Background: an optimization exercise with open tools, aiming at small area, a short achievable clock period and few clock cycles per item. Do not read the settings as production practice.
RTL that was checked went through simulation tests only; none was proved equivalent to the original.
No activity file was given, so power comes from the tool's default toggle rates.

// pe8_feeder
module pe8_feeder #(
  parameter int N      = 32,
  parameter int Q      = 19,
  parameter int E8     = 10,
  parameter int PE_LAT = 3
) (
  input  logic            clk,
  input  logic            rst_n,
  input  logic            i_start,
  input  logic [E8-1:0]   i_cfg_en,
  output logic            o_busy,
  input  logic            i_s_valid,
  output logic            o_s_ready,
  input  logic [N-1:0]    i_s_data,
  input  logic [N-1:0]    i_s_weight,
  output logic [14*N-1:0] o_pe_in,
  output logic [14*N-1:0] o_pe_w,
  output logic [E8-1:0]   o_pe_en,
  input  logic [7*N-1:0]  i_pe_res,
  output logic            o_m_valid,
  input  logic            i_m_ready,
  output logic [N-1:0]    o_m_data,
  output logic            o_m_last,
  output logic            o_done
);
Size in the first run: ~1,900 cells after synthesis, ~1,400 flip-flops, about 1,200 I/O pins, ~45,000 sq um of cells after synthesis.
export LEC_CHECK = 0
export CAP_MARGIN = 20
export CORE_MARGIN = 2
export CORE_UTILIZATION = 30
export CTS_CLUSTER_DIAMETER = 100
export CTS_CLUSTER_SIZE = 25
export SETUP_SLACK_MARGIN = 1.95
export SLEW_MARGIN = 50
create_clock -name core_clock -period 4.0 [get_ports {clk}]
standard.sh (not shown) runs the stock make flow with config.mk's settings and CLKGATE_MAP_FILE= SYNTH_SCRIPT=/design/flow/synth_recipe.tcl, a recipe that flattens the netlist after the stock synthesis.
==> flow/flow/run.sh <==
#!/bin/bash
# Standard ORFS layout with three changes: the pins of each data bit share a stretch of the die
# edge (flow/io.tcl, run just before pin placement), every port is buffered by buf_2 instead of
# the default delay-cell buffer, and repair may resize across cell footprints.
set -euo pipefail
bash standard.sh finish \
  "PRE_IO_PLACEMENT_TCL=$PWD/flow/io.tcl" \
  "BUFFER_PORTS_ARGS=-buffer_cell sky130_fd_sc_hd__buf_2" \
  MATCH_CELL_FOOTPRINT=0 > flow_make.log 2>&1
Other scripts of this flow, unchanged in this note and not shown: flow/flow/io.tcl
==> next run, changes <==
--- a/flow/design.v
+++ b/flow/design.v
@@ -65,41 +65,36 @@
   assign w_pe_on_nxt = w_b_now | w_b_start | (r_pe_on & ~w_b_end);
   assign w_b_v_nxt   = w_last_hs | (r_b_v & ~w_b_end);
   assign w_s_ready_nxt = w_l_v_nxt & ((w_idx_nxt < 4'd3) | ~w_b_v_nxt |
                                       (w_pe_on_nxt & r_pe_on & (r_bc == 2'd2)));
   always_ff @(posedge clk or negedge rst_n) begin
     if (!rst_n) begin
       r_p_v     <= 1'b0;
       r_l_v     <= 1'b0;
       r_s_ready <= 1'b0;
       r_b_v     <= 1'b0;
       r_pe_on   <= 1'b0;
+      r_pe_en   <= {E8{1'b0}};
       r_rv      <= 7'd0;
+      r_done    <= 1'b0;
     end else begin
       r_p_v     <= r_p_v ? ~w_l_take : (w_start & ~w_l_take);
       r_l_v     <= w_l_v_nxt;
       r_s_ready <= w_s_ready_nxt;
       r_b_v     <= w_b_v_nxt;
       r_pe_on   <= w_pe_on_nxt;
+      r_pe_en   <= w_b_now ? r_l_cfg : (w_pe_on_nxt ? r_b_cfg : {E8{1'b0}});
       r_rv      <= w_cap ? (w_cap_full ? (r_cap_lo ? 7'b0000001 : w_rv_sh | 7'b0010000)
                                        : 7'b1111111)
                          : w_rv_sh;
-    end
-  end
-  always_ff @(posedge clk) begin
-    if (!rst_n) begin
-      r_pe_en <= {E8{1'b0}};
-      r_done  <= 1'b0;
-    end else begin
-      r_pe_en <= w_b_now ? r_l_cfg : (w_pe_on_nxt ? r_b_cfg : {E8{1'b0}});
-      r_done  <= w_m_hs & r_rl[0];
+      r_done    <= w_m_hs & r_rl[0];
     end
   end
   always_ff @(posedge clk) begin
     r_idx <= w_idx_nxt;
     r_bc  <= r_pe_on ? r_bc + 2'd1 : 2'd0;
     if (w_start & ~r_p_v & ~w_l_take) r_p_cfg <= i_cfg_en;
     if (w_l_take) r_l_cfg <= r_p_v ? r_p_cfg : i_cfg_en;
     if (w_last_hs) r_b_cfg <= r_l_cfg;
   end
   logic          w_s_ready_nxt, w_l_full_nxt;
   logic [2:0]    r_we_b;            
After rerunning: Cell count stays flat; worst hold slack is worse by 0.23 ns; flip-flop and latch count does not change; cell area decreases by about 0.45%; clock-buffer cell count goes down by 1; power went down by 0.82%; sequential power hardly moves; via count is about the same; core utilization came out lower by 0.49 points; clock skew falls by 0.015 ns; combinational power is about the same; critical path depth does not change; worst setup slack improved by 0.10 ns; wire length decreases by 1.6%.
Testbench counts after the change, summed over its fixed seeds: cycles 3,394, jobs 320.
No functional check of the RTL was part of the first run of this note.


The RTL this note starts from:
==> flow/design.v <==
module pe8_feeder #(
  parameter int N      = 32,
  parameter int Q      = 19,
  parameter int E8     = 10,
  parameter int PE_LAT = 3
) (
  input  logic            clk,
  input  logic            rst_n,
  input  logic            i_start,
  input  logic [E8-1:0]   i_cfg_en,
  output logic            o_busy,
  input  logic            i_s_valid,
  output logic            o_s_ready,
  input  logic [N-1:0]    i_s_data,
  input  logic [N-1:0]    i_s_weight,
  output logic [14*N-1:0] o_pe_in,
  output logic [14*N-1:0] o_pe_w,
  output logic [E8-1:0]   o_pe_en,
  input  logic [7*N-1:0]  i_pe_res,
  output logic            o_m_valid,
  input  logic            i_m_ready,
  output logic [N-1:0]    o_m_data,
  output logic            o_m_last,
  output logic            o_done
);
  if (Q >= N || PE_LAT < 1) begin : g_param_check
    $error("pe8_feeder: parameters need Q < N and PE_LAT >= 1");
  end
  logic          r_p_v;             
  logic [E8-1:0] r_p_cfg;
  logic          r_l_v;             
  logic [E8-1:0] r_l_cfg;
  logic [3:0]    r_idx;             
  logic          r_s_ready;
  logic          r_b_v;             
  logic [E8-1:0] r_b_cfg;
  logic          r_pe_on;           
  logic [1:0]    r_bc;              
  logic [E8-1:0] r_pe_en;
  logic          r_done;
  logic [N-1:0]  r_sd [14];
  logic [N-1:0]  r_sw [14];
  logic [N-1:0]  r_bd [3];
  logic [N-1:0]  r_bw [3];
  logic [N-1:0]  r_res [7];
  logic [6:0]    r_rv;              
  logic [6:0]    r_rl;              
  logic w_l_full, w_s_hs, w_last_hs, w_start, w_l_take;
  logic w_b_end, w_b_now, w_b_start, w_b_v_nxt, w_pe_on_nxt, w_l_v_nxt;
  logic [3:0] w_idx_nxt;
  logic w_m_hs, w_cap, w_cap_full;
  logic [6:0] w_t, w_rv_sh;
  assign w_l_full  = r_l_cfg[E8-1];
  assign w_s_hs    = i_s_valid & r_s_ready;
  assign w_last_hs = w_s_hs & (r_idx == (w_l_full ? 4'd7 : 4'd13));
  assign w_start   = i_start & ~r_p_v;
  assign w_l_take  = (~r_l_v | w_last_hs) & (r_p_v | w_start);
  assign w_l_v_nxt = w_l_take | (r_l_v & ~w_last_hs);
  assign w_idx_nxt = w_l_take ? 4'd0 : (w_s_hs ? r_idx + 4'd1 : r_idx);
  assign w_b_end   = r_pe_on & (r_bc == 2'd3);
  assign w_b_now   = w_last_hs & ~r_pe_on &
                     (w_l_full ? (r_rv[6:4] == 3'd0) : (r_rv == 7'd0));
  assign w_b_start = r_b_v & ~r_pe_on &
                     (r_b_cfg[E8-1] ? (r_rv[6:4] == 3'd0) : (r_rv == 7'd0));
  assign w_pe_on_nxt = w_b_now | w_b_start | (r_pe_on & ~w_b_end);
  assign w_b_v_nxt   = w_last_hs | (r_b_v & ~w_b_end);
  always_ff @(posedge clk or negedge rst_n) begin
    if (!rst_n) begin
      r_p_v     <= 1'b0;
      r_l_v     <= 1'b0;
      r_s_ready <= 1'b0;
      r_b_v     <= 1'b0;
      r_pe_on   <= 1'b0;
      r_pe_en   <= {E8{1'b0}};
      r_rv      <= 7'd0;
      r_done    <= 1'b0;
    end else begin
      r_p_v     <= r_p_v ? ~w_l_take : (w_start & ~w_l_take);
      r_l_v     <= w_l_v_nxt;
      r_s_ready <= w_l_v_nxt & ((w_idx_nxt < 4'd3) | ~w_b_v_nxt | (w_pe_on_nxt & r_pe_on & (r_bc == 2'd2)));
      r_b_v     <= w_b_v_nxt;
      r_pe_on   <= w_pe_on_nxt;
      r_pe_en   <= w_b_now ? r_l_cfg : (w_pe_on_nxt ? r_b_cfg : {E8{1'b0}});
      r_rv      <= w_cap ? (w_cap_full ? ((r_rv == 7'd0) ? 7'b0000001 : w_rv_sh | 7'b0010000)
                                       : 7'b1111111)
                         : w_rv_sh;
      r_done    <= w_m_hs & r_rl[0];
    end
  end
  always_ff @(posedge clk) begin
    r_idx <= w_idx_nxt;
    r_bc  <= r_pe_on ? r_bc + 2'd1 : 2'd0;
    if (w_start & ~r_p_v & ~w_l_take) r_p_cfg <= i_cfg_en;
    if (w_l_take) r_l_cfg <= r_p_v ? r_p_cfg : i_cfg_en;
    if (w_last_hs) r_b_cfg <= r_l_cfg;
  end
  logic w_commit;
  logic [N-1:0] w_zd, w_zw;
  assign w_commit = r_s_ready & (r_idx == 4'd3);
  assign w_zd = r_idx[3] ? i_s_data   : {N{1'b0}};
  assign w_zw = r_idx[3] ? i_s_weight : {N{1'b0}};
  always_ff @(posedge clk) begin
    for (int k = 0; k < 3; k++) begin
      if (r_l_v & (r_idx == 4'(k))) begin
        r_bd[k] <= i_s_data;
        r_bw[k] <= i_s_weight;
      end
      if (w_commit) begin
        r_sd[k] <= r_bd[k];
        r_sw[k] <= r_bw[k];
      end
    end
    for (int k = 3; k < 8; k++) begin
      if (r_s_ready & (r_idx == 4'(k))) begin
        r_sd[k] <= i_s_data;
        r_sw[k] <= i_s_weight;
      end
    end
    for (int k = 8; k < 14; k++) begin
      if (r_s_ready & ((r_idx == 4'(k)) | ((r_idx == 4'd3) & w_l_full))) begin
        r_sd[k] <= w_zd;
        r_sw[k] <= w_zw;
      end
    end
  end
  assign w_m_hs = r_rv[0] & i_m_ready;
  always_comb begin
    w_t[0] = w_m_hs | ~r_rv[0];
    for (int k = 1; k < 7; k++) w_t[k] = w_t[k-1] | ~r_rv[k];
  end
  assign w_rv_sh    = ({1'b0, r_rv[6:1]} & w_t) | (r_rv & ~w_t);
  assign w_cap      = r_pe_on & (r_bc == 2'd3);
  assign w_cap_full = r_b_cfg[E8-1];
  always_ff @(posedge clk) begin
    for (int k = 0; k < 7; k++) begin
      if (w_cap & ~w_cap_full) begin
        r_res[k] <= i_pe_res[k*N +: N];
        r_rl[k]  <= (k == 6);
      end else if (w_cap & w_cap_full & (k == 0) & (r_rv == 7'd0)) begin
        r_res[k] <= i_pe_res[N-1:0];
        r_rl[k]  <= 1'b1;
      end else if (w_cap & w_cap_full & (k == 4) & (r_rv != 7'd0)) begin
        r_res[k] <= i_pe_res[N-1:0];
        r_rl[k]  <= 1'b1;
      end else if (w_t[k] & (k < 6)) begin
        r_res[k] <= r_res[(k < 6) ? k + 1 : k];
        r_rl[k]  <= r_rl[(k < 6) ? k + 1 : k];
      end
    end
  end
  for (genvar k = 0; k < 14; k++) begin : g_slot
    assign o_pe_in[k*N +: N] = r_sd[k];
    assign o_pe_w[k*N +: N]  = r_sw[k];
  end
  assign o_busy    = r_p_v;
  assign o_s_ready = r_s_ready;
  assign o_pe_en   = r_pe_en;
  assign o_m_valid = r_rv[0];
  assign o_m_data  = r_res[0];
  assign o_m_last  = r_rl[0];
  assign o_done    = r_done;
endmodule
Settings: LEC_CHECK=0, CAP_MARGIN=20, CORE_MARGIN=2, CORE_UTILIZATION=30, CTS_CLUSTER_DIAMETER=100, CTS_CLUSTER_SIZE=30, SETUP_SLACK_MARGIN=1.65, SLEW_MARGIN=20; clock period 4.0 ns.
==> flow/flow/run.sh <==
#!/bin/bash
# Standard ORFS layout, with every port buffered by buf_2 instead of the default delay-cell
# buffer, and repair free to resize across cell footprints.
set -euo pipefail
bash standard.sh finish \
  "BUFFER_PORTS_ARGS=-buffer_cell sky130_fd_sc_hd__buf_2" \
  MATCH_CELL_FOOTPRINT=0 > flow_make.log 2>&1
Then changed:
--- a/flow/design.v
+++ b/flow/design.v
@@ -62,10 +62,12 @@
                      (w_l_full ? (r_rv[6:4] == 3'd0) : (r_rv == 7'd0));
   assign w_b_start = r_b_v & ~r_pe_on &
                      (r_b_cfg[E8-1] ? (r_rv[6:4] == 3'd0) : (r_rv == 7'd0));
   assign w_pe_on_nxt = w_b_now | w_b_start | (r_pe_on & ~w_b_end);
   assign w_b_v_nxt   = w_last_hs | (r_b_v & ~w_b_end);
+  assign w_s_ready_nxt = w_l_v_nxt & ((w_idx_nxt < 4'd3) | ~w_b_v_nxt |
+                                      (w_pe_on_nxt & r_pe_on & (r_bc == 2'd2)));
   always_ff @(posedge clk or negedge rst_n) begin
     if (!rst_n) begin
       r_p_v     <= 1'b0;
       r_l_v     <= 1'b0;
       r_s_ready <= 1'b0;
@@ -75,11 +77,11 @@
       r_rv      <= 7'd0;
       r_done    <= 1'b0;
     end else begin
       r_p_v     <= r_p_v ? ~w_l_take : (w_start & ~w_l_take);
       r_l_v     <= w_l_v_nxt;
-      r_s_ready <= w_l_v_nxt & ((w_idx_nxt < 4'd3) | ~w_b_v_nxt | (w_pe_on_nxt & r_pe_on & (r_bc == 2'd2)));
+      r_s_ready <= w_s_ready_nxt;
       r_b_v     <= w_b_v_nxt;
       r_pe_on   <= w_pe_on_nxt;
       r_pe_en   <= w_b_now ? r_l_cfg : (w_pe_on_nxt ? r_b_cfg : {E8{1'b0}});
       r_rv      <= w_cap ? (w_cap_full ? ((r_rv == 7'd0) ? 7'b0000001 : w_rv_sh | 7'b0010000)
                                        : 7'b1111111)
@@ -92,34 +94,45 @@
     r_bc  <= r_pe_on ? r_bc + 2'd1 : 2'd0;
     if (w_start & ~r_p_v & ~w_l_take) r_p_cfg <= i_cfg_en;
     if (w_l_take) r_l_cfg <= r_p_v ? r_p_cfg : i_cfg_en;
     if (w_last_hs) r_b_cfg <= r_l_cfg;
   end
-  logic w_commit;
-  logic [N-1:0] w_zd, w_zw;
-  assign w_commit = r_s_ready & (r_idx == 4'd3);
-  assign w_zd = r_idx[3] ? i_s_data   : {N{1'b0}};
-  assign w_zw = r_idx[3] ? i_s_weight : {N{1'b0}};
+  logic          w_s_ready_nxt, w_l_full_nxt;
+  logic [2:0]    r_we_b;            
+  logic [13:0]   r_we_s;            
+  logic          r_zero;            
+  logic [N-1:0]  w_zd, w_zw;
+  assign w_l_full_nxt = w_l_take ? (r_p_v ? r_p_cfg[E8-1] : i_cfg_en[E8-1]) : w_l_full;
+  assign w_zd = r_zero ? {N{1'b0}} : i_s_data;
+  assign w_zw = r_zero ? {N{1'b0}} : i_s_weight;
+  always_ff @(posedge clk) begin
+    for (int k = 0; k < 3; k++) r_we_b[k] <= w_l_v_nxt & (w_idx_nxt == 4'(k));
+    for (int k = 0; k < 3; k++) r_we_s[k] <= w_s_ready_nxt & (w_idx_nxt == 4'd3);
+    for (int k = 3; k < 8; k++) r_we_s[k] <= w_s_ready_nxt & (w_idx_nxt == 4'(k));
+    for (int k = 8; k < 14; k++)
+      r_we_s[k] <= w_s_ready_nxt & ((w_idx_nxt == 4'(k)) | ((w_idx_nxt == 4'd3) & w_l_full_nxt));
+    r_zero <= (w_idx_nxt == 4'd3);
+  end
   always_ff @(posedge clk) begin
     for (int k = 0; k < 3; k++) begin
-      if (r_l_v & (r_idx == 4'(k))) begin
+      if (r_we_b[k]) begin
         r_bd[k] <= i_s_data;
         r_bw[k] <= i_s_weight;
       end
-      if (w_commit) begin
+      if (r_we_s[k]) begin
         r_sd[k] <= r_bd[k];
         r_sw[k] <= r_bw[k];
       end
     end
     for (int k = 3; k < 8; k++) begin
-      if (r_s_ready & (r_idx == 4'(k))) begin
+      if (r_we_s[k]) begin
         r_sd[k] <= i_s_data;
         r_sw[k] <= i_s_weight;
       end
     end
     for (int k = 8; k < 14; k++) begin
-      if (r_s_ready & ((r_idx == 4'(k)) | ((r_idx == 4'd3) & w_l_full))) begin
+      if (r_we_s[k]) begin
         r_sd[k] <= w_zd;
         r_sw[k] <= w_zw;
       end
     end
   end
- via count climbs by about 0.54%
- synthesized cell count climbs by 3.4%
- power climbs by about 2.8%
- maximum frequency climbs by 5.2%
- worst hold slack gets worse by 12 ps
- sequential power climbs by about 8%
- first-iteration DRC count drops by 11%
- cell area hardly moves
Testbench counts after the change, summed over its fixed seeds: cycles 3,394, jobs 320.
For the first run of this note, only the layout was checked, not whether the RTL still works.

[what the ideal ports hide]
How much do the figures lean on ideal ports? The routed layouts below were timed once more, with nothing changed but the port constraints. Step 1 assumes that a clkbuf_16 drives the clock port and a buf_2 every other input. Step 2 times the ports against the registers' clock, not the clock port: input delays grow and output delays shrink by t, the midpoint of the rising clock arrivals with the driver on. Slacks: ideal / step 1 / step 2; pairs: ideal / step 1.
| run | shift t [ns] | slack for setup (ns) | worst hold slack (ns) | latest minus earliest clock arrival (ns) | slew at the worst register clock pin (ns) | cell pins on the clock port's net |
|---|---|---|---|---|---|---|
| the first run of note 1 | 0.763 | 1.790 / 1.704 / 1.391 | 0.260 / 0.231 / 0.404 | 0.064 / 0.064 | 0.10 / 0.10 | 1 |
| the second run of note 1 | 0.756 | 1.894 / 1.809 / 1.513 | 0.035 / -0.016 / 0.405 | 0.047 / 0.047 | 0.10 / 0.10 | 1 |
| the first run of note 2 | 0.746 | 1.633 / 1.633 / 1.445 | 0.105 / 0.093 / 0.407 | 0.041 / 0.041 | 0.12 / 0.12 | 1 |
| the second run of note 2 | 0.760 | 1.750 / 1.679 / 1.314 | 0.093 / 0.059 / 0.396 | 0.045 / 0.045 | 0.12 / 0.12 | 1 |
After both steps setup and hold are still met in every run listed. The setup slack of the second run of note 2, which loses most, moves by -0.071 ns with the drivers and by -0.436 ns with both steps.
